From an optimization exercise on the open Yosys and OpenROAD flow, aimed at small area, a short achievable clock period and few clock cycles per item; shortcuts taken in it are not production practice. Only simulation tests tie the RTL to the original design; equivalence was not proved. Power figures rest on the tool's default switching activity, not on a simulated workload.

===== flow/design.v =====
module fir_high #(
    parameter int NTAPS = 1021
) (
    input  logic               clk,
    input  logic               rst_n,
    input  logic               sequencing,
    input  logic signed [15:0] lft_in,
    input  logic signed [15:0] rght_in,
    input  logic signed [15:0] coef,
    output logic        [9:0]  coef_addr,
    output logic signed [15:0] lft_out,
    output logic signed [15:0] rght_out,
    output logic               valid
);
    localparam logic [9:0]  LAST_ADDR = 10'(NTAPS);
    localparam logic [30:0] BMASK = 31'h7ffffffe;
    logic       sq1_r, sq2_r;       
    logic       a1_r, a2_r;         
    logic       f1_r, f2_r;         
    logic       act_r;              
    logic       keep_l_r, keep_r_r;  
    logic [15:0] s1_l_r, s1_r_r, s2_l_r, s2_r_r;
    logic [7:0]  one_r, two_r, neg_r;
    logic [30:0] a_l_r, b_l_r, a_r_r, b_r_r;
    logic [30:0] a_l_n, b_l_n, a_r_n, b_r_n;
    logic [7:0]  one_d, two_d, neg_d;
    logic        done_s;
    always_comb begin
        for (int i = 0; i < 8; i++) begin
            logic hi, mid, lo;
            hi  = coef[2*i+1];
            mid = coef[2*i];
            lo  = (i == 0) ? 1'b0 : coef[2*i-1];
            one_d[i] = a1_r & (mid ^ lo);
            two_d[i] = a1_r & ((hi & ~mid & ~lo) | (~hi & mid & lo));
            neg_d[i] = a1_r & hi & ~(mid & lo);
        end
    end
    assign done_s = ~|((a_l_r & b_l_r & BMASK) | (a_r_r & b_r_r & BMASK)) & 1'b1;
    always_ff @(posedge clk or negedge rst_n) begin
        if (!rst_n) begin
            coef_addr <= 10'd0;
            sq1_r     <= 1'b0;
            sq2_r     <= 1'b0;
            a1_r      <= 1'b0;
            a2_r      <= 1'b0;
            f1_r      <= 1'b0;
            f2_r      <= 1'b0;
            act_r     <= 1'b0;
            keep_l_r  <= 1'b0;
            keep_r_r  <= 1'b0;
            valid     <= 1'b0;
        end else begin
            if (!sequencing)
                coef_addr <= 10'd0;
            else if (coef_addr != LAST_ADDR)
                coef_addr <= coef_addr + 10'd1;
            sq1_r <= sequencing;
            sq2_r <= sq1_r;
            a1_r  <= sequencing && (coef_addr != LAST_ADDR);
            a2_r  <= a1_r;
            f1_r  <= sequencing && !sq1_r;
            f2_r  <= f1_r;
            act_r <= sequencing || (act_r && !valid);
            keep_l_r <= (sequencing || (act_r && !valid)) && !f1_r;
            keep_r_r <= (sequencing || (act_r && !valid)) && !f1_r;
            valid <= act_r && !valid && !sq1_r && !sq2_r && done_s;
        end
    end
    always_ff @(posedge clk) begin
        s1_l_r <= lft_in;
        s1_r_r <= rght_in;
        s2_l_r <= s1_l_r;
        s2_r_r <= s1_r_r;
        one_r  <= one_d;
        two_r  <= two_d;
        neg_r  <= neg_d;
        a_l_r  <= a_l_n;
        b_l_r  <= b_l_n;
        a_r_r  <= a_r_n;
        b_r_r  <= b_r_n;
    end
    fir_high_csa u_csa_l (
        .x(s2_l_r), .one(one_r), .two(two_r), .neg(neg_r), .en(a2_r),
        .keep(keep_l_r), .a(a_l_r), .b(b_l_r & BMASK), .a_n(a_l_n), .b_n(b_l_n)
    );
    fir_high_csa u_csa_r (
        .x(s2_r_r), .one(one_r), .two(two_r), .neg(neg_r), .en(a2_r),
        .keep(keep_r_r), .a(a_r_r), .b(b_r_r & BMASK), .a_n(a_r_n), .b_n(b_r_n)
    );
    assign lft_out  = a_l_r[30:15];
    assign rght_out = a_r_r[30:15];
endmodule
module fir_high_csa (
    input  logic [15:0] x,
    input  logic [7:0]  one,
    input  logic [7:0]  two,
    input  logic [7:0]  neg,
    input  logic        en,
    input  logic        keep,
    input  logic [30:0] a,
    input  logic [30:0] b,
    output logic [30:0] a_n,
    output logic [30:0] b_n
);
    logic [30:0] ae;
    logic [15:0] pp [8];
    logic [7:0]  sgn;
    logic [7:0]  ext;
    assign ae = a & {31{keep}};
    always_comb begin
        for (int i = 0; i < 8; i++) begin
            for (int j = 0; j < 16; j++)
                pp[i][j] = ((one[i] & x[j]) | (two[i] & ((j == 0) ? 1'b0 : x[j-1]))) ^ neg[i];
            sgn[i] = ((one[i] | two[i]) & x[15]) ^ neg[i];
            ext[i] = en & ~sgn[i];
        end
    end
    logic s0, c0;
    fir_high_fa u_fa0 (.a(neg[0]), .b(ae[0]), .c(pp[0][0]), .s(s0), .co(c0));
    logic s1, c1;
    fir_high_ha u_ha1 (.a(ae[1]), .b(b[1]), .s(s1), .co(c1));
    logic s2, c2;
    fir_high_ha u_ha2 (.a(s1), .b(pp[0][1]), .s(s2), .co(c2));
    logic s3, c3;
    fir_high_fa u_fa3 (.a(ae[2]), .b(b[2]), .c(neg[1]), .s(s3), .co(c3));
    logic s4, c4;
    fir_high_fa u_fa4 (.a(c1), .b(s3), .c(pp[0][2]), .s(s4), .co(c4));
    logic s5, c5;
    fir_high_ha u_ha5 (.a(pp[1][0]), .b(c2), .s(s5), .co(c5));
    logic s6, c6;
    fir_high_ha u_ha6 (.a(ae[3]), .b(b[3]), .s(s6), .co(c6));
    logic s7, c7;
    fir_high_fa u_fa7 (.a(s6), .b(c3), .c(pp[0][3]), .s(s7), .co(c7));
    logic s8, c8;
    fir_high_fa u_fa8 (.a(pp[1][1]), .b(c4), .c(s7), .s(s8), .co(c8));
    logic s9, c9;
    fir_high_fa u_fa9 (.a(ae[4]), .b(b[4]), .c(neg[2]), .s(s9), .co(c9));
    logic s10, c10;
    fir_high_fa u_fa10 (.a(c6), .b(s9), .c(pp[0][4]), .s(s10), .co(c10));
    logic s11, c11;
    fir_high_fa u_fa11 (.a(pp[1][2]), .b(pp[2][0]), .c(c7), .s(s11), .co(c11));
    logic s12, c12;
    fir_high_ha u_ha12 (.a(s10), .b(c8), .s(s12), .co(c12));
    logic s13, c13;
    fir_high_ha u_ha13 (.a(ae[5]), .b(b[5]), .s(s13), .co(c13));
    logic s14, c14;
    fir_high_fa u_fa14 (.a(s13), .b(c9), .c(pp[0][5]), .s(s14), .co(c14));
    logic s15, c15;
    fir_high_fa u_fa15 (.a(pp[1][3]), .b(pp[2][1]), .c(c10), .s(s15), .co(c15));
    logic s16, c16;
    fir_high_fa u_fa16 (.a(s14), .b(c11), .c(s15), .s(s16), .co(c16));
    logic s17, c17;
    fir_high_fa u_fa17 (.a(ae[6]), .b(b[6]), .c(neg[3]), .s(s17), .co(c17));
    logic s18, c18;
    fir_high_fa u_fa18 (.a(c13), .b(s17), .c(pp[0][6]), .s(s18), .co(c18));
    logic s19, c19;
    fir_high_fa u_fa19 (.a(pp[1][4]), .b(pp[2][2]), .c(pp[3][0]), .s(s19), .co(c19));
    logic s20, c20;
    fir_high_fa u_fa20 (.a(c14), .b(s18), .c(s19), .s(s20), .co(c20));
    logic s21, c21;
    fir_high_ha u_ha21 (.a(c15), .b(s20), .s(s21), .co(c21));
    logic s22, c22;
    fir_high_ha u_ha22 (.a(ae[7]), .b(b[7]), .s(s22), .co(c22));
    logic s23, c23;
    fir_high_fa u_fa23 (.a(s22), .b(c17), .c(pp[0][7]), .s(s23), .co(c23));
    logic s24, c24;
    fir_high_fa u_fa24 (.a(pp[1][5]), .b(pp[2][3]), .c(pp[3][1]), .s(s24), .co(c24));
    logic s25, c25;
    fir_high_fa u_fa25 (.a(c18), .b(c19), .c(s23), .s(s25), .co(c25));
    logic s26, c26;
    fir_high_fa u_fa26 (.a(s24), .b(c20), .c(s25), .s(s26), .co(c26));
    logic s27, c27;
    fir_high_fa u_fa27 (.a(ae[8]), .b(b[8]), .c(neg[4]), .s(s27), .co(c27));
    logic s28, c28;
    fir_high_fa u_fa28 (.a(c22), .b(s27), .c(pp[0][8]), .s(s28), .co(c28));
    logic s29, c29;
    fir_high_fa u_fa29 (.a(pp[1][6]), .b(pp[2][4]), .c(pp[3][2]), .s(s29), .co(c29));
    logic s30, c30;
    fir_high_fa u_fa30 (.a(pp[4][0]), .b(c23), .c(c24), .s(s30), .co(c30));
    logic s31, c31;
    fir_high_fa u_fa31 (.a(s28), .b(s29), .c(c25), .s(s31), .co(c31));
    logic s32, c32;
    fir_high_ha u_ha32 (.a(s30), .b(c26), .s(s32), .co(c32));
    logic s33, c33;
    fir_high_ha u_ha33 (.a(ae[9]), .b(b[9]), .s(s33), .co(c33));
    logic s34, c34;
    fir_high_fa u_fa34 (.a(s33), .b(c27), .c(pp[0][9]), .s(s34), .co(c34));
    logic s35, c35;
    fir_high_fa u_fa35 (.a(pp[1][7]), .b(pp[2][5]), .c(pp[3][3]), .s(s35), .co(c35));
    logic s36, c36;
    fir_high_fa u_fa36 (.a(pp[4][1]), .b(c28), .c(c29), .s(s36), .co(c36));
    logic s37, c37;
    fir_high_fa u_fa37 (.a(s34), .b(s35), .c(c30), .s(s37), .co(c37));
    logic s38, c38;
    fir_high_fa u_fa38 (.a(s36), .b(c31), .c(s37), .s(s38), .co(c38));
    logic s39, c39;
    fir_high_fa u_fa39 (.a(ae[10]), .b(b[10]), .c(neg[5]), .s(s39), .co(c39));
    logic s40, c40;
    fir_high_fa u_fa40 (.a(c33), .b(s39), .c(pp[0][10]), .s(s40), .co(c40));
    logic s41, c41;
    fir_high_fa u_fa41 (.a(pp[1][8]), .b(pp[2][6]), .c(pp[3][4]), .s(s41), .co(c41));
    logic s42, c42;
    fir_high_fa u_fa42 (.a(pp[4][2]), .b(pp[5][0]), .c(c34), .s(s42), .co(c42));
    logic s43, c43;
    fir_high_fa u_fa43 (.a(c35), .b(s40), .c(s41), .s(s43), .co(c43));
    logic s44, c44;
    fir_high_fa u_fa44 (.a(c36), .b(s42), .c(s43), .s(s44), .co(c44));
    logic s45, c45;
    fir_high_ha u_ha45 (.a(c37), .b(s44), .s(s45), .co(c45));
    logic s46, c46;
    fir_high_ha u_ha46 (.a(ae[11]), .b(b[11]), .s(s46), .co(c46));
    logic s47, c47;
    fir_high_fa u_fa47 (.a(s46), .b(c39), .c(pp[0][11]), .s(s47), .co(c47));
    logic s48, c48;
    fir_high_fa u_fa48 (.a(pp[1][9]), .b(pp[2][7]), .c(pp[3][5]), .s(s48), .co(c48));
    logic s49, c49;
    fir_high_fa u_fa49 (.a(pp[4][3]), .b(pp[5][1]), .c(c40), .s(s49), .co(c49));
    logic s50, c50;
    fir_high_fa u_fa50 (.a(c41), .b(s47), .c(s48), .s(s50), .co(c50));
    logic s51, c51;
    fir_high_fa u_fa51 (.a(c42), .b(c43), .c(s49), .s(s51), .co(c51));
    logic s52, c52;
    fir_high_fa u_fa52 (.a(s50), .b(c44), .c(s51), .s(s52), .co(c52));
    logic s53, c53;
    fir_high_fa u_fa53 (.a(ae[12]), .b(b[12]), .c(neg[6]), .s(s53), .co(c53));
    logic s54, c54;
    fir_high_fa u_fa54 (.a(c46), .b(s53), .c(pp[0][12]), .s(s54), .co(c54));
    logic s55, c55;
    fir_high_fa u_fa55 (.a(pp[1][10]), .b(pp[2][8]), .c(pp[3][6]), .s(s55), .co(c55));
    logic s56, c56;
    fir_high_fa u_fa56 (.a(pp[4][4]), .b(pp[5][2]), .c(pp[6][0]), .s(s56), .co(c56));
    logic s57, c57;
    fir_high_fa u_fa57 (.a(c47), .b(c48), .c(s54), .s(s57), .co(c57));
    logic s58, c58;
    fir_high_fa u_fa58 (.a(s55), .b(s56), .c(c49), .s(s58), .co(c58));
    logic s59, c59;
    fir_high_fa u_fa59 (.a(c50), .b(s57), .c(c51), .s(s59), .co(c59));
    logic s60, c60;
    fir_high_ha u_ha60 (.a(s58), .b(c52), .s(s60), .co(c60));
    logic s61, c61;
    fir_high_ha u_ha61 (.a(ae[13]), .b(b[13]), .s(s61), .co(c61));
    logic s62, c62;
    fir_high_fa u_fa62 (.a(s61), .b(c53), .c(pp[0][13]), .s(s62), .co(c62));
    logic s63, c63;
    fir_high_fa u_fa63 (.a(pp[1][11]), .b(pp[2][9]), .c(pp[3][7]), .s(s63), .co(c63));
    logic s64, c64;
    fir_high_fa u_fa64 (.a(pp[4][5]), .b(pp[5][3]), .c(pp[6][1]), .s(s64), .co(c64));
    logic s65, c65;
    fir_high_fa u_fa65 (.a(c54), .b(c55), .c(c56), .s(s65), .co(c65));
    logic s66, c66;
    fir_high_fa u_fa66 (.a(s62), .b(s63), .c(s64), .s(s66), .co(c66));
    logic s67, c67;
    fir_high_fa u_fa67 (.a(c57), .b(s65), .c(s66), .s(s67), .co(c67));
    logic s68, c68;
    fir_high_fa u_fa68 (.a(c58), .b(s67), .c(c59), .s(s68), .co(c68));
    logic s69, c69;
    fir_high_fa u_fa69 (.a(ae[14]), .b(b[14]), .c(neg[7]), .s(s69), .co(c69));
    logic s70, c70;
    fir_high_fa u_fa70 (.a(c61), .b(s69), .c(pp[0][14]), .s(s70), .co(c70));
    logic s71, c71;
    fir_high_fa u_fa71 (.a(pp[1][12]), .b(pp[2][10]), .c(pp[3][8]), .s(s71), .co(c71));
    logic s72, c72;
    fir_high_fa u_fa72 (.a(pp[4][6]), .b(pp[5][4]), .c(pp[6][2]), .s(s72), .co(c72));
    logic s73, c73;
    fir_high_fa u_fa73 (.a(pp[7][0]), .b(c62), .c(c63), .s(s73), .co(c73));
    logic s74, c74;
    fir_high_fa u_fa74 (.a(c64), .b(s70), .c(s71), .s(s74), .co(c74));
    logic s75, c75;
    fir_high_fa u_fa75 (.a(s72), .b(c65), .c(c66), .s(s75), .co(c75));
    logic s76, c76;
    fir_high_fa u_fa76 (.a(s73), .b(s74), .c(c67), .s(s76), .co(c76));
    logic s77, c77;
    fir_high_ha u_ha77 (.a(s75), .b(s76), .s(s77), .co(c77));
    logic s78, c78;
    fir_high_ha u_ha78 (.a(ae[15]), .b(b[15]), .s(s78), .co(c78));
    logic s79, c79;
    fir_high_fa u_fa79 (.a(s78), .b(c69), .c(pp[0][15]), .s(s79), .co(c79));
    logic s80, c80;
    fir_high_fa u_fa80 (.a(pp[1][13]), .b(pp[2][11]), .c(pp[3][9]), .s(s80), .co(c80));
    logic s81, c81;
    fir_high_fa u_fa81 (.a(pp[4][7]), .b(pp[5][5]), .c(pp[6][3]), .s(s81), .co(c81));
    logic s82, c82;
    fir_high_fa u_fa82 (.a(pp[7][1]), .b(c70), .c(c71), .s(s82), .co(c82));
    logic s83, c83;
    fir_high_fa u_fa83 (.a(c72), .b(s79), .c(s80), .s(s83), .co(c83));
    logic s84, c84;
    fir_high_fa u_fa84 (.a(s81), .b(c73), .c(c74), .s(s84), .co(c84));
    logic s85, c85;
    fir_high_fa u_fa85 (.a(s82), .b(s83), .c(c75), .s(s85), .co(c85));
    logic s86, c86;
    fir_high_fa u_fa86 (.a(s84), .b(c76), .c(s85), .s(s86), .co(c86));
    logic s87, c87;
    fir_high_fa u_fa87 (.a(ae[16]), .b(b[16]), .c(c78), .s(s87), .co(c87));
    logic s88, c88;
    fir_high_fa u_fa88 (.a(sgn[0]), .b(pp[1][14]), .c(pp[2][12]), .s(s88), .co(c88));
    logic s89, c89;
    fir_high_fa u_fa89 (.a(pp[3][10]), .b(pp[4][8]), .c(pp[5][6]), .s(s89), .co(c89));
    logic s90, c90;
    fir_high_fa u_fa90 (.a(pp[6][4]), .b(pp[7][2]), .c(s87), .s(s90), .co(c90));
    logic s91, c91;
    fir_high_fa u_fa91 (.a(c79), .b(c80), .c(c81), .s(s91), .co(c91));
    logic s92, c92;
    fir_high_fa u_fa92 (.a(s88), .b(s89), .c(s90), .s(s92), .co(c92));
    logic s93, c93;
    fir_high_fa u_fa93 (.a(c82), .b(c83), .c(s91), .s(s93), .co(c93));
    logic s94, c94;
    fir_high_fa u_fa94 (.a(s92), .b(c84), .c(s93), .s(s94), .co(c94));
    logic s95, c95;
    fir_high_ha u_ha95 (.a(c85), .b(s94), .s(s95), .co(c95));
    logic s96, c96;
    fir_high_ha u_ha96 (.a(ae[17]), .b(b[17]), .s(s96), .co(c96));
    logic s97, c97;
    fir_high_fa u_fa97 (.a(s96), .b(sgn[0]), .c(pp[1][15]), .s(s97), .co(c97));
    logic s98, c98;
    fir_high_fa u_fa98 (.a(pp[2][13]), .b(pp[3][11]), .c(pp[4][9]), .s(s98), .co(c98));
    logic s99, c99;
    fir_high_fa u_fa99 (.a(pp[5][7]), .b(pp[6][5]), .c(pp[7][3]), .s(s99), .co(c99));
    logic s100, c100;
    fir_high_fa u_fa100 (.a(c87), .b(c88), .c(c89), .s(s100), .co(c100));
    logic s101, c101;
    fir_high_fa u_fa101 (.a(s97), .b(s98), .c(s99), .s(s101), .co(c101));
    logic s102, c102;
    fir_high_fa u_fa102 (.a(c90), .b(c91), .c(s100), .s(s102), .co(c102));
    logic s103, c103;
    fir_high_fa u_fa103 (.a(s101), .b(c92), .c(c93), .s(s103), .co(c103));
    logic s104, c104;
    fir_high_fa u_fa104 (.a(s102), .b(c94), .c(s103), .s(s104), .co(c104));
    logic s105, c105;
    fir_high_fa u_fa105 (.a(ae[18]), .b(b[18]), .c(c96), .s(s105), .co(c105));
    logic s106, c106;
    fir_high_fa u_fa106 (.a(pp[2][14]), .b(pp[3][12]), .c(pp[4][10]), .s(s106), .co(c106));
    logic s107, c107;
    fir_high_fa u_fa107 (.a(pp[5][8]), .b(pp[6][6]), .c(pp[7][4]), .s(s107), .co(c107));
    logic s108, c108;
    fir_high_fa u_fa108 (.a(ext[0]), .b(ext[1]), .c(s105), .s(s108), .co(c108));
    logic s109, c109;
    fir_high_fa u_fa109 (.a(c97), .b(c98), .c(c99), .s(s109), .co(c109));
    logic s110, c110;
    fir_high_fa u_fa110 (.a(s106), .b(s107), .c(s108), .s(s110), .co(c110));
    logic s111, c111;
    fir_high_fa u_fa111 (.a(c100), .b(c101), .c(s109), .s(s111), .co(c111));
    logic s112, c112;
    fir_high_fa u_fa112 (.a(s110), .b(c102), .c(s111), .s(s112), .co(c112));
    logic s113, c113;
    fir_high_ha u_ha113 (.a(c103), .b(s112), .s(s113), .co(c113));
    logic s114, c114;
    fir_high_fa u_fa114 (.a(ae[19]), .b(b[19]), .c(en), .s(s114), .co(c114));
    logic s115, c115;
    fir_high_fa u_fa115 (.a(s114), .b(pp[2][15]), .c(pp[3][13]), .s(s115), .co(c115));
    logic s116, c116;
    fir_high_fa u_fa116 (.a(pp[4][11]), .b(pp[5][9]), .c(pp[6][7]), .s(s116), .co(c116));
    logic s117, c117;
    fir_high_fa u_fa117 (.a(pp[7][5]), .b(c105), .c(c106), .s(s117), .co(c117));
    logic s118, c118;
    fir_high_fa u_fa118 (.a(c107), .b(s115), .c(s116), .s(s118), .co(c118));
    logic s119, c119;
    fir_high_fa u_fa119 (.a(c108), .b(c109), .c(s117), .s(s119), .co(c119));
    logic s120, c120;
    fir_high_fa u_fa120 (.a(s118), .b(c110), .c(c111), .s(s120), .co(c120));
    logic s121, c121;
    fir_high_fa u_fa121 (.a(s119), .b(c112), .c(s120), .s(s121), .co(c121));
    logic s122, c122;
    fir_high_ha u_ha122 (.a(ae[20]), .b(b[20]), .s(s122), .co(c122));
    logic s123, c123;
    fir_high_fa u_fa123 (.a(s122), .b(c114), .c(pp[3][14]), .s(s123), .co(c123));
    logic s124, c124;
    fir_high_fa u_fa124 (.a(pp[4][12]), .b(pp[5][10]), .c(pp[6][8]), .s(s124), .co(c124));
    logic s125, c125;
    fir_high_fa u_fa125 (.a(pp[7][6]), .b(ext[2]), .c(c115), .s(s125), .co(c125));
    logic s126, c126;
    fir_high_fa u_fa126 (.a(c116), .b(s123), .c(s124), .s(s126), .co(c126));
    logic s127, c127;
    fir_high_fa u_fa127 (.a(c117), .b(c118), .c(s125), .s(s127), .co(c127));
    logic s128, c128;
    fir_high_fa u_fa128 (.a(s126), .b(c119), .c(s127), .s(s128), .co(c128));
    logic s129, c129;
    fir_high_ha u_ha129 (.a(c120), .b(s128), .s(s129), .co(c129));
    logic s130, c130;
    fir_high_fa u_fa130 (.a(ae[21]), .b(b[21]), .c(en), .s(s130), .co(c130));
    logic s131, c131;
    fir_high_fa u_fa131 (.a(c122), .b(s130), .c(pp[3][15]), .s(s131), .co(c131));
    logic s132, c132;
    fir_high_fa u_fa132 (.a(pp[4][13]), .b(pp[5][11]), .c(pp[6][9]), .s(s132), .co(c132));
    logic s133, c133;
    fir_high_fa u_fa133 (.a(pp[7][7]), .b(c123), .c(c124), .s(s133), .co(c133));
    logic s134, c134;
    fir_high_fa u_fa134 (.a(s131), .b(s132), .c(c125), .s(s134), .co(c134));
    logic s135, c135;
    fir_high_fa u_fa135 (.a(c126), .b(s133), .c(c127), .s(s135), .co(c135));
    logic s136, c136;
    fir_high_fa u_fa136 (.a(s134), .b(c128), .c(s135), .s(s136), .co(c136));
    logic s137, c137;
    fir_high_ha u_ha137 (.a(ae[22]), .b(b[22]), .s(s137), .co(c137));
    logic s138, c138;
    fir_high_fa u_fa138 (.a(s137), .b(c130), .c(pp[4][14]), .s(s138), .co(c138));
    logic s139, c139;
    fir_high_fa u_fa139 (.a(pp[5][12]), .b(pp[6][10]), .c(pp[7][8]), .s(s139), .co(c139));
    logic s140, c140;
    fir_high_fa u_fa140 (.a(ext[3]), .b(c131), .c(c132), .s(s140), .co(c140));
    logic s141, c141;
    fir_high_fa u_fa141 (.a(s138), .b(s139), .c(c133), .s(s141), .co(c141));
    logic s142, c142;
    fir_high_fa u_fa142 (.a(s140), .b(c134), .c(s141), .s(s142), .co(c142));
    logic s143, c143;
    fir_high_ha u_ha143 (.a(c135), .b(s142), .s(s143), .co(c143));
    logic s144, c144;
    fir_high_fa u_fa144 (.a(ae[23]), .b(b[23]), .c(en), .s(s144), .co(c144));
    logic s145, c145;
    fir_high_fa u_fa145 (.a(c137), .b(s144), .c(pp[4][15]), .s(s145), .co(c145));
    logic s146, c146;
    fir_high_fa u_fa146 (.a(pp[5][13]), .b(pp[6][11]), .c(pp[7][9]), .s(s146), .co(c146));
    logic s147, c147;
    fir_high_fa u_fa147 (.a(c138), .b(c139), .c(s145), .s(s147), .co(c147));
    logic s148, c148;
    fir_high_fa u_fa148 (.a(s146), .b(c140), .c(s147), .s(s148), .co(c148));
    logic s149, c149;
    fir_high_fa u_fa149 (.a(c141), .b(s148), .c(c142), .s(s149), .co(c149));
    logic s150, c150;
    fir_high_ha u_ha150 (.a(ae[24]), .b(b[24]), .s(s150), .co(c150));
    logic s151, c151;
    fir_high_fa u_fa151 (.a(s150), .b(c144), .c(pp[5][14]), .s(s151), .co(c151));
    logic s152, c152;
    fir_high_fa u_fa152 (.a(pp[6][12]), .b(pp[7][10]), .c(ext[4]), .s(s152), .co(c152));
    logic s153, c153;
    fir_high_fa u_fa153 (.a(c145), .b(c146), .c(s151), .s(s153), .co(c153));
    logic s154, c154;
    fir_high_fa u_fa154 (.a(s152), .b(c147), .c(s153), .s(s154), .co(c154));
    logic s155, c155;
    fir_high_ha u_ha155 (.a(c148), .b(s154), .s(s155), .co(c155));
    logic s156, c156;
    fir_high_fa u_fa156 (.a(ae[25]), .b(b[25]), .c(en), .s(s156), .co(c156));
    logic s157, c157;
    fir_high_fa u_fa157 (.a(c150), .b(s156), .c(pp[5][15]), .s(s157), .co(c157));
    logic s158, c158;
    fir_high_fa u_fa158 (.a(pp[6][13]), .b(pp[7][11]), .c(c151), .s(s158), .co(c158));
    logic s159, c159;
    fir_high_fa u_fa159 (.a(s157), .b(c152), .c(c153), .s(s159), .co(c159));
    logic s160, c160;
    fir_high_fa u_fa160 (.a(s158), .b(c154), .c(s159), .s(s160), .co(c160));
    logic s161, c161;
    fir_high_ha u_ha161 (.a(ae[26]), .b(b[26]), .s(s161), .co(c161));
    logic s162, c162;
    fir_high_fa u_fa162 (.a(s161), .b(c156), .c(pp[6][14]), .s(s162), .co(c162));
    logic s163, c163;
    fir_high_fa u_fa163 (.a(pp[7][12]), .b(ext[5]), .c(c157), .s(s163), .co(c163));
    logic s164, c164;
    fir_high_fa u_fa164 (.a(s162), .b(c158), .c(s163), .s(s164), .co(c164));
    logic s165, c165;
    fir_high_ha u_ha165 (.a(c159), .b(s164), .s(s165), .co(c165));
    logic s166, c166;
    fir_high_fa u_fa166 (.a(ae[27]), .b(b[27]), .c(en), .s(s166), .co(c166));
    logic s167, c167;
    fir_high_fa u_fa167 (.a(c161), .b(s166), .c(pp[6][15]), .s(s167), .co(c167));
    logic s168, c168;
    fir_high_fa u_fa168 (.a(pp[7][13]), .b(c162), .c(s167), .s(s168), .co(c168));
    logic s169, c169;
    fir_high_fa u_fa169 (.a(c163), .b(s168), .c(c164), .s(s169), .co(c169));
    logic s170, c170;
    fir_high_ha u_ha170 (.a(ae[28]), .b(b[28]), .s(s170), .co(c170));
    logic s171, c171;
    fir_high_fa u_fa171 (.a(s170), .b(c166), .c(pp[7][14]), .s(s171), .co(c171));
    logic s172, c172;
    fir_high_fa u_fa172 (.a(ext[6]), .b(c167), .c(s171), .s(s172), .co(c172));
    logic s173, c173;
    fir_high_ha u_ha173 (.a(c168), .b(s172), .s(s173), .co(c173));
    logic s174, c174;
    fir_high_fa u_fa174 (.a(ae[29]), .b(b[29]), .c(en), .s(s174), .co(c174));
    logic s175, c175;
    fir_high_fa u_fa175 (.a(c170), .b(s174), .c(pp[7][15]), .s(s175), .co(c175));
    logic s176, c176;
    fir_high_fa u_fa176 (.a(c171), .b(s175), .c(c172), .s(s176), .co(c176));
    logic s177;
    fir_high_ha u_ha177 (.a(ae[30]), .b(b[30]), .s(s177));
    logic s178;
    fir_high_fa u_fa178 (.a(s177), .b(c174), .c(ext[7]), .s(s178));
    logic s179;
    fir_high_ha u_ha179 (.a(c175), .b(s178), .s(s179));
    assign a_n[0] = s0;
    assign b_n[0] = 1'b0;
    assign a_n[1] = s2;
    assign b_n[1] = c0;
    assign a_n[2] = s4;
    assign b_n[2] = s5;
    assign a_n[3] = s8;
    assign b_n[3] = c5;
    assign a_n[4] = s12;
    assign b_n[4] = s11;
    assign a_n[5] = s16;
    assign b_n[5] = c12;
    assign a_n[6] = s21;
    assign b_n[6] = c16;
    assign a_n[7] = s26;
    assign b_n[7] = c21;
    assign a_n[8] = s31;
    assign b_n[8] = s32;
    assign a_n[9] = s38;
    assign b_n[9] = c32;
    assign a_n[10] = s45;
    assign b_n[10] = c38;
    assign a_n[11] = s52;
    assign b_n[11] = c45;
    assign a_n[12] = s59;
    assign b_n[12] = s60;
    assign a_n[13] = s68;
    assign b_n[13] = c60;
    assign a_n[14] = s77;
    assign b_n[14] = c68;
    assign a_n[15] = s86;
    assign b_n[15] = c77;
    assign a_n[16] = s95;
    assign b_n[16] = c86;
    assign a_n[17] = s104;
    assign b_n[17] = c95;
    assign a_n[18] = s113;
    assign b_n[18] = c104;
    assign a_n[19] = s121;
    assign b_n[19] = c113;
    assign a_n[20] = s129;
    assign b_n[20] = c121;
    assign a_n[21] = s136;
    assign b_n[21] = c129;
    assign a_n[22] = s143;
    assign b_n[22] = c136;
    assign a_n[23] = s149;
    assign b_n[23] = c143;
    assign a_n[24] = s155;
    assign b_n[24] = c149;
    assign a_n[25] = s160;
    assign b_n[25] = c155;
    assign a_n[26] = s165;
    assign b_n[26] = c160;
    assign a_n[27] = s169;
    assign b_n[27] = c165;
    assign a_n[28] = s173;
    assign b_n[28] = c169;
    assign a_n[29] = s176;
    assign b_n[29] = c173;
    assign a_n[30] = s179;
    assign b_n[30] = c176;
endmodule
module fir_high_fa (input logic a, b, c, output logic s, co);
    assign s  = a ^ b ^ c;
    assign co = (a & b) | (a & c) | (b & c);
endmodule
module fir_high_ha (input logic a, b, output logic s, co);
    assign s  = a ^ b;
    assign co = a & b;
endmodule

===== flow/run.sh =====
#!/bin/bash
# synth_recipe.tcl (not shown) runs the flow's synth.tcl, then flattens the netlist and writes it again
# the make line also repeats each setting of config.mk as NAME=value (left out here)
make -C /OpenROAD-flow-scripts/flow DESIGN_CONFIG=/design/flow/config.mk WORK_HOME=/design/flow/orfs CLKGATE_MAP_FILE= SYNTH_SCRIPT=/design/flow/synth_recipe.tcl finish

===== flow/config.mk =====
export PLATFORM = sky130hd
export DESIGN_NAME = fir_high
export DESIGN_NICKNAME = fir_high
export VERILOG_FILES = /design/flow/design.v
export SDC_FILE = /design/flow/constraint.sdc
export NUM_CORES = 4
export LEC_CHECK = 0
export CAP_MARGIN = 20
export CORE_MARGIN = 2
export CORE_UTILIZATION = 40
export SETUP_SLACK_MARGIN = 4
export SLEW_MARGIN = 20
export SYNTH_HIERARCHICAL = 1
export SYNTH_MINIMUM_KEEP_SIZE = 0

===== flow/constraint.sdc =====
create_clock -name core_clock -period 8.0 [get_ports {clk}]
set_input_delay 1.6000 -clock core_clock [delete_from_list [all_inputs] [get_ports {clk}]]
set_output_delay 1.6000 -clock core_clock [all_outputs]
set_load 0.01 [all_outputs]

==> run notes <==
## layout by cell type, fill, tap and decap left out, types with 4 or more instances in the layout
cell / count
a22o_1: 13
dfxtp_4: 5
a22oi_1: 224
dfxtp_2: 12
mux2i_1: 17
ha_1: 71
bufinv_16: 4
nand2_1: 58
nor2_1: 22
dfxtp_1: 193
and2_1: 79
a31oi_1: 4
clkbuf_16: 29
a22oi_2: 18
clkinvlp_4: 5
a221oi_1: 8
o21ai_1: 17
or2b_1: 14
fa_1: 298
nand4_1: 5
xnor2_1: 259
a221oi_2: 6
buf_4: 19
o21ai_0: 9
dfrtp_1: 17
clkdlybuf4s50_1: 93
## worst max-delay path by stage
stage,start,endpoint,depth (start not counted)
3_3_place_gp,neg_r[6],a_r_r[15],7
4_1_cts,neg_r[5],a_l_r[13],7
6_report,neg_r[6],a_r_r[15],7
3_5_place_dp,neg_r[6],a_r_r[15],7
5_1_grt,neg_r[6],a_r_r[15],7
2_1_floorplan,a2_r,a_l_r[21],7
## registers in the layout, summed over array words and instances, names as in the netlist, 8 cells and up
| register | count |
|---|---|
| a_l_r | 31 |
| b_l_r | 30 |
| neg_r | 8 |
| s2_l_r | 16 |
| s1_l_r | 16 |
| b_r_r | 30 |
| one_r | 8 |
| s2_r_r | 16 |
| coef_addr | 10 |
| a_r_r | 31 |
| s1_r_r | 16 |
| two_r | 8 |
## worst register-to-register path: stages (launching register included)
cell and delay (ns):
dfxtp_4 0.59, buf_4 0.43, fa_1 0.54, fa_1 0.44, fa_1 0.52, fa_1 0.43, fa_1 0.41, fa_1 0.47
## what timing repair did
action | 4_1_cts | 5_1_grt
buffers inserted | 0 | 0
cloned | 0 | 0
hold buffers | 0 | 0
gates resized for setup | 3 | 10
endpoints found under the setup margin | 6 | 21
## stage by stage
stage               area (um2)  total power (W)  setup slack [ns]
floorplan                19770         0.007867             4.211
global placement         19370         0.006704             3.904
detailed placement       19370         0.006932             3.870
CTS                      20370         0.008366             4.014
global route             20390         0.009171             3.972
finish                   20390         0.008285             4.066
## metal layers
metal | track usage | vias up | share of wire
met5 | 0 | - | 0.00023
met4 | 0.09168 | 2 | 0.043
met3 | 0.05766 | 145 | 0.086
met2 | 0.3627 | 569 | 0.47
met1 | 0.2931 | 6398 | 0.40
li1 | - | 5173 | -
## power by group
part           internal, W  switching [W]  total, W
sequential         0.00162       0.000491   0.00211
combinational      0.00236        0.00244   0.00480
clock             0.000816       0.000552   0.00137
## area by class of cell
| cell class | instances | share of cell area |
|---|---|---|
| inverter | 3 | 0.0005523 |
| multi-input combinational | 1148 | 0.6257 |
| timing repair buffer | 115 | 0.05449 |
| clock buffer | 34 | 0.03749 |
| sequential | 228 | 0.2300 |
| clock inverter | 18 | 0.01105 |
| tap | 664 | 0.04075 |
==> qor.txt <==
Total Nets Final: 1945
number of warning messages in the yosys log: 10
RSZ-0062 raised after global routing: true
H-tree Lvls: 1
PwrDens: 406.3 nW/um2
Synthesized Nets: 2106
Worst-Margin Slew: 0.9846 ns
Routed WL per cell: 25.30 um
final setup violation count: 0
Worst R2R Start: neg_r[6]
fillcell total: 4670
WHS: 0.3240 ns
Avg Inst Size Synth: 11.73 um2
setup TNS: 0 ns
crit path DAT: 4.38 ns
PortBufs: 93
Worst path slowest cell: dfxtp_4
GRT Total Usage: 0.2265
n_diodes: 0
initial core utilization: 0.4047
delay-heaviest family, CP: adder cells
Multi-input gate area: 12760 um2
Pins Over Slew Limit: 0
clk root buf: clkbuf_16
Hold Path Depth: 0
Placer Congestion: 0.8592
Required @ worst endpoint: 8.45 ns
number of buffers created by CTS: 29
FF-to-FF setup slack: 4.07 ns
fmax: 0.2542 GHz
Worst Path Max Fanout: 20
Worst Setup End Kind: register
die height: 226.3 um
Placeable Area: 48850 um2
Die W: 226.3 um
FF-to-FF path depth: 7
DP Cell Count: 2158
dpl hpwl: 38160 um
most frequent CP cell: fa_1
CTS tree: built
FF-to-FF End: a_r_r[15]
max-cap violations: 0
clk buf depth: 3
first drt pass iteration count: 5
DRT iter0 DRCs: 1079
Final Skew: 0.02526 ns
I/O Pins: 94
startpoint types: register
DR vias: 12290
cells along the critical path: buf_4, fa_1, fa_1, fa_1, fa_1, fa_1, fa_1
Worst-path clk slew: 0.06 ns
Worst Path Buf+Inv: 1
layout cell share with drive strength beyond 1: 0.07633
number of cell rows: 81
final antenna-violating net count: 0
DRC violations left: 0
status: finished clean
Routed Wire Length: 55910 um
final core occ: 0.4174
post-synthesis instance total: 1686
Static Leak: 7.809 nW
final hold vios: 0
initial antenna violation count: 1
synthesized area: 19770 um2
min Tclk post-route: 3.934 ns
Rel. slew slack: 0.3427
Hold Path Sink: s2_r_r[8]
Clk Latency, worst-skew pair: 0.58 ns
pin count of the biggest net entering global routing: 63
register area: 4690 um2
vias in the first global route: 13640
CP peak stage delay: 0.59 ns
vias per inst: 5.560
final non-filler cell total: 2210
Area Growth Syn to Fin: 3.133%
WS Path Type: register to register
first-pass GRT wire length: 86110 um
Hold Crit Class: register to register
maximum vdd drop: 0.1796 mV
CTS Sinks: 228
Congestion Overflow GR: 0
die area: 51220 um2
final period utilization: 0.4917
hold path startpoint: s1_r_r[8]
Testbench counts, summed over its fixed seeds: cycles 49,279, runs 48.

## static timing again, ports no longer ideal
The flow's constraints put no driver on any port. The routed layout listed below was extracted and timed again, unchanged, in two steps.
Step 1 assumes that a clkbuf_16 drives the clock port and a buf_2 every other input.
Step 2 moves the port delays by t, midway between the first and last clock arrival at a register: inputs arrive t later, outputs are due t later. That takes back most of the time a late clock gives input paths.
a / b / c = ideal ports / drivers / drivers and shift; a / b = the first two.
t (ns): 0.620
slack for setup (ns): 4.066 / 4.066 / 4.066
worst setup path after step 2: register to register
clock arrival spread, ns: 0.026 / 0.026
worst register clock-pin slew, ns: 0.07 / 0.07
After both steps setup and hold are still met in this run. For this run, drivers alone change the setup slack by 0.000 ns; drivers and shift together by 0.000 ns.
